Background: an optimization exercise with open tools, aiming at small area, a short achievable clock period and few clock cycles per item. Do not read the settings as production practice. Where RTL was checked, it was by simulation tests only, not by an equivalence proof against the original. Power figures rest on the tool's default switching activity, not on a simulated workload.

==> ember <==
## bounded_ordered_set
module bounded_ordered_set (
   input  logic        clock,
   input  logic        reset,
   input  logic        req_tvalid,
   output logic        req_tready,
   input  logic [31:0] req_tdata,
   input  logic [1:0]  req_tuser,
   output logic        rsp_tvalid,
   input  logic        rsp_tready,
   output logic [7:0]  rsp_tdata,   
   input  logic        csr_we,
   input  logic [3:0]  csr_wdata
);
   localparam int N = bos_pkg::CAPACITY;
   localparam int W = bos_pkg::RSP_W;
   localparam int Q = 3;
   logic [N-1:0]       valid_ff;
   logic [N:0]         count_ff;    
   logic [N-1:0]       below_ff;    
   logic               room_ff;     
   logic               a_valid_ff;
   logic               a_insert_ff;
   logic               a_remove_ff;
   logic [N-1:0]       a_equal_lo_ff;
   logic [N-1:0]       a_equal_hi_ff;
   logic [1:0]         q_cnt_ff;
   logic [W-1:0]       q_ff [Q];
   logic               rsp_valid_ff;
   logic [1:0]         out_cnt_ff;
   logic               ready_ff;
   logic [N-1:0]       equal_lo;
   logic [N-1:0]       equal_hi;
   logic [N-1:0]       match;
   logic [N-1:0]       free_first;
   logic [N-1:0]       valid_in;
   logic               hit_any;
   logic               room;
   logic               take;
   logic               do_remove;
  ...
==> flow/config.mk <==
export PLATFORM = sky130hd
export DESIGN_NAME = bounded_ordered_set
export DESIGN_NICKNAME = bounded_ordered_set
export VERILOG_FILES = /design/flow/design.v
export SDC_FILE = /design/flow/constraint.sdc
export NUM_CORES = 4
export LEC_CHECK = 0
export ABC_AREA = 1
export CAP_MARGIN = 20
export CORE_MARGIN = 2
export CORE_UTILIZATION = 40
export CTS_CLUSTER_DIAMETER = 120
export CTS_CLUSTER_SIZE = 25
export SETUP_SLACK_MARGIN = 2.2
export SLEW_MARGIN = 20
==> flow/constraint.sdc <==
create_clock -name core_clock -period 4.0 [get_ports {clock}]
set_input_delay 0.8000 -clock core_clock [delete_from_list [all_inputs] [get_ports {clock}]]
set_output_delay 0.8000 -clock core_clock [all_outputs]
set_load 0.01 [all_outputs]
run.sh (not shown) runs the stock make flow with config.mk's settings and CLKGATE_MAP_FILE= SYNTH_SCRIPT=/design/flow/synth_recipe.tcl, a recipe that flattens the netlist after the stock synthesis.
==> maple: changes against ember <==
--- a/flow/design.v
+++ b/flow/design.v
@@ -43,13 +43,12 @@
    localparam int N = bos_pkg::CAPACITY;
    localparam int W = bos_pkg::RSP_W;
    localparam int Q = 3;
    logic [N-1:0]       valid_ff;
    logic [N:0]         count_ff;    
    logic [N-1:0]       below_ff;    
-   logic               room_ff;     
    logic               a_valid_ff;
    logic               a_insert_ff;
    logic               a_remove_ff;
    logic [N-1:0]       a_equal_lo_ff;
    logic [N-1:0]       a_equal_hi_ff;
    logic [1:0]         q_cnt_ff;
@@ -71,18 +70,14 @@
    logic [N:0]         count_inc;
    logic [N:0]         count_dec;
    logic [3:0]         bin_same;
    logic [3:0]         bin_inc;
    logic [3:0]         bin_dec;
    logic [3:0]         count_out;
-   logic [N-1:0]       below_in;
-   logic               room_in;
    logic [1:0]         status;
    logic [W-1:0]       rsp_new;
-   logic [W-1:0]       head_src;
-   logic               head_load;
    logic               req_fire;
    logic               pop;
    logic [1:0]         q_cnt_in;
    logic [1:0]         out_cnt_in;
    assign req_tready = ready_ff;
    assign req_fire   = req_tvalid && ready_ff;
@@ -100,13 +95,13 @@
       a_equal_hi_ff <= equal_hi;
       a_insert_ff   <= (req_tuser == bos_pkg::OP_INSERT);
       a_remove_ff   <= (req_tuser == bos_pkg::OP_REMOVE);
    end
    assign match     = a_equal_lo_ff & a_equal_hi_ff & valid_ff;
    assign hit_any   = |match;
-   assign room      = room_ff;
+   assign room      = |(count_ff[N-1:0] & below_ff);
    assign take      = a_valid_ff && a_insert_ff && room;
    assign do_remove = a_valid_ff && a_remove_ff;
    always_comb begin
       free_first = '0;
       for (int i = N - 1; i >= 0; i--) begin
          if (!valid_ff[i]) begin
@@ -139,43 +134,24 @@
          bin_inc  = bin_inc  | ({4{count_inc[k]}} & 4'(k));
          bin_dec  = bin_dec  | ({4{count_dec[k]}} & 4'(k));
       end
    end
    assign count_out = inc ? bin_inc : (dec ? bin_dec : bin_same);
    always_comb begin
-      for (int k = 0; k < N; k++) begin
-         below_in[k] = csr_we ? (4'(k) < csr_wdata) : below_ff[k];
-      end
-      if (csr_we) begin
-         room_in = |(count_ff[N-1:0] & below_in);
-      end else if (inc) begin
-         room_in = |(count_inc[N-1:0] & below_ff);
-      end else if (dec) begin
-         room_in = |(count_dec[N-1:0] & below_ff);
-      end else begin
-         room_in = room_ff;
-      end
-   end
-   always_comb begin
       if (a_insert_ff) begin
          status = hit_any ? bos_pkg::ST_DUPLICATE :
                   (room ? bos_pkg::ST_DONE : bos_pkg::ST_FULL);
       end else begin
          status = hit_any ? bos_pkg::ST_DONE : bos_pkg::ST_NOT_FOUND;
       end
    end
    assign rsp_new = {count_out, hit_any, status};
    assign pop      = rsp_tready && rsp_valid_ff;
    assign q_cnt_in = q_cnt_ff + {1'b0, a_valid_ff} - {1'b0, pop};
-   always_comb begin
-      head_src  = (q_cnt_ff >= 2'd2) ? q_ff[1] : rsp_new;
-      head_load = pop || (q_cnt_ff == 2'd0);
-   end
    always_ff @(posedge clock) begin
-      q_ff[0] <= q_ff[0] ^ ({W{head_load}} & (q_ff[0] ^ head_src));
-      for (int k = 1; k < Q; k++) begin
+      for (int k = 0; k < Q; k++) begin
          if (pop) begin
             if (k + 1 < Q && q_cnt_ff > 2'(k + 1)) begin
                q_ff[k] <= q_ff[(k + 1) % Q];
             end else begin
                q_ff[k] <= rsp_new;
             end
@@ -189,27 +165,29 @@
       if (reset) begin
          valid_ff     <= '0;
          count_ff     <= (N+1)'(1);
          for (int k = 0; k < N; k++) begin
             below_ff[k] <= (4'(k) < bos_pkg::CAP_LIMIT_RESET);
          end
-         room_ff      <= 1'b1;
          a_valid_ff   <= 1'b0;
          q_cnt_ff     <= '0;
          rsp_valid_ff <= 1'b0;
          out_cnt_ff   <= '0;
          ready_ff     <= 1'b1;
       end else begin
          valid_ff   <= valid_in;
          if (inc) begin
             count_ff <= count_inc;
          end else if (dec) begin
             count_ff <= count_dec;
          end
-         below_ff     <= below_in;
-         room_ff      <= room_in;
+         if (csr_we) begin
+            for (int k = 0; k < N; k++) begin
+               below_ff[k] <= (4'(k) < csr_wdata);
+            end
+         end
          a_valid_ff   <= req_fire;
          q_cnt_ff     <= q_cnt_in;
          rsp_valid_ff <= (q_cnt_in != 2'd0);
          out_cnt_ff   <= out_cnt_in;
          ready_ff     <= (out_cnt_in < 2'(Q));
       end
==> results.txt <==
| item | ember | maple |
|---|---|---|
| Core Footprint | 0.0345 mm² | 0.0343 mm² |
| Logic power comb | 795 µW | 790 µW |
| Capture point of the worst path | rsp_tdata[5] | g_slot[3].u_cell.entry_ff[18] |
| Final period utilization | 45.6% | 45.6% |
| Result of the run | timing/DRC/antenna clean | timing/DRC/antenna clean |
| Seq/Total Area, Yosys | 66.8% | 67.3% |
| End of the worst register-to-register path | g_slot[6].u_cell.entry_ff[1] | g_slot[3].u_cell.entry_ff[18] |
| Via density | 4.97 | 4.95 |
| Global-route wire length before repair | 45700 µm | 46200 µm |
| P_sw | 1.60 mW | 1.60 mW |
| Sum of met2 wire segment lengths after detailed routing | 14000 µm | 14500 µm |
| Post-synth design cell area | 0.0140 mm² | 0.0138 mm² |
| Max stage delay cell, worst path | edfxtp_1 | dfxtp_4 |
| Crit Path Class | reg2out | reg2reg |
| Routed wire length | 29900 µm | 30200 µm |
| Maximum number of pins on one net before global-route repair | 30 | 27 |
| Final Wtd Congestion | 0.851 | 0.766 |
| Max Clock Skew | 0.0211 ns | 0.0353 ns |
| Worst hold stages | 3 | 2 |
| Syn_nets | 1168 | 1124 |
| Fraction of area in multi-input gates | 28.8% | 28.4% |
| Number of storage elements in the synthesis netlist | 328 | 327 |
| Total power after layout | 6.75 mW | 6.74 mW |
| Drt wl/cell | 17.9 µm | 18.3 µm |
| Clock power frac | 27.6% | 27.7% |
| Layout clock buffer count | 26 | 28 |
Testbench counts of maple, summed over its fixed seeds: cycles 16,016, items 16,000.
For ember, only the layout was checked, not whether the RTL still works.

-- what the ideal ports hide --
In the flow no input, the clock included, has a driving cell. The finished layouts below were timed again as built, in two steps.
Step 1 (the two cells are an assumption about what drives the block):
set clk [get_ports {clock}]
set_driving_cell -lib_cell sky130_fd_sc_hd__clkbuf_16 $clk
set_driving_cell -lib_cell sky130_fd_sc_hd__buf_2 [delete_from_list [all_inputs] $clk]
Step 2 also shifts input and output timing later by t, the mid clock arrival at the registers, as if the neighbouring blocks saw the same clock.
Slacks: no drivers / after step 1 / after step 2; pairs: no drivers / after step 1.
run | t, ns | slack for setup (ns) | hold WS [ns] | worst data-port slew with drivers (ns)
ember | 0.550 | 2.174 / 2.126 / 1.706 | 0.522 / 0.522 / 0.522 | 0.05
maple | 0.548 | 2.177 / 2.135 / 1.738 | 0.465 / 0.465 / 0.465 | 0.04
After both steps every run listed still meets setup and hold. For ember, which loses most, drivers alone change the setup slack by -0.048 ns; drivers and shift together by -0.468 ns.
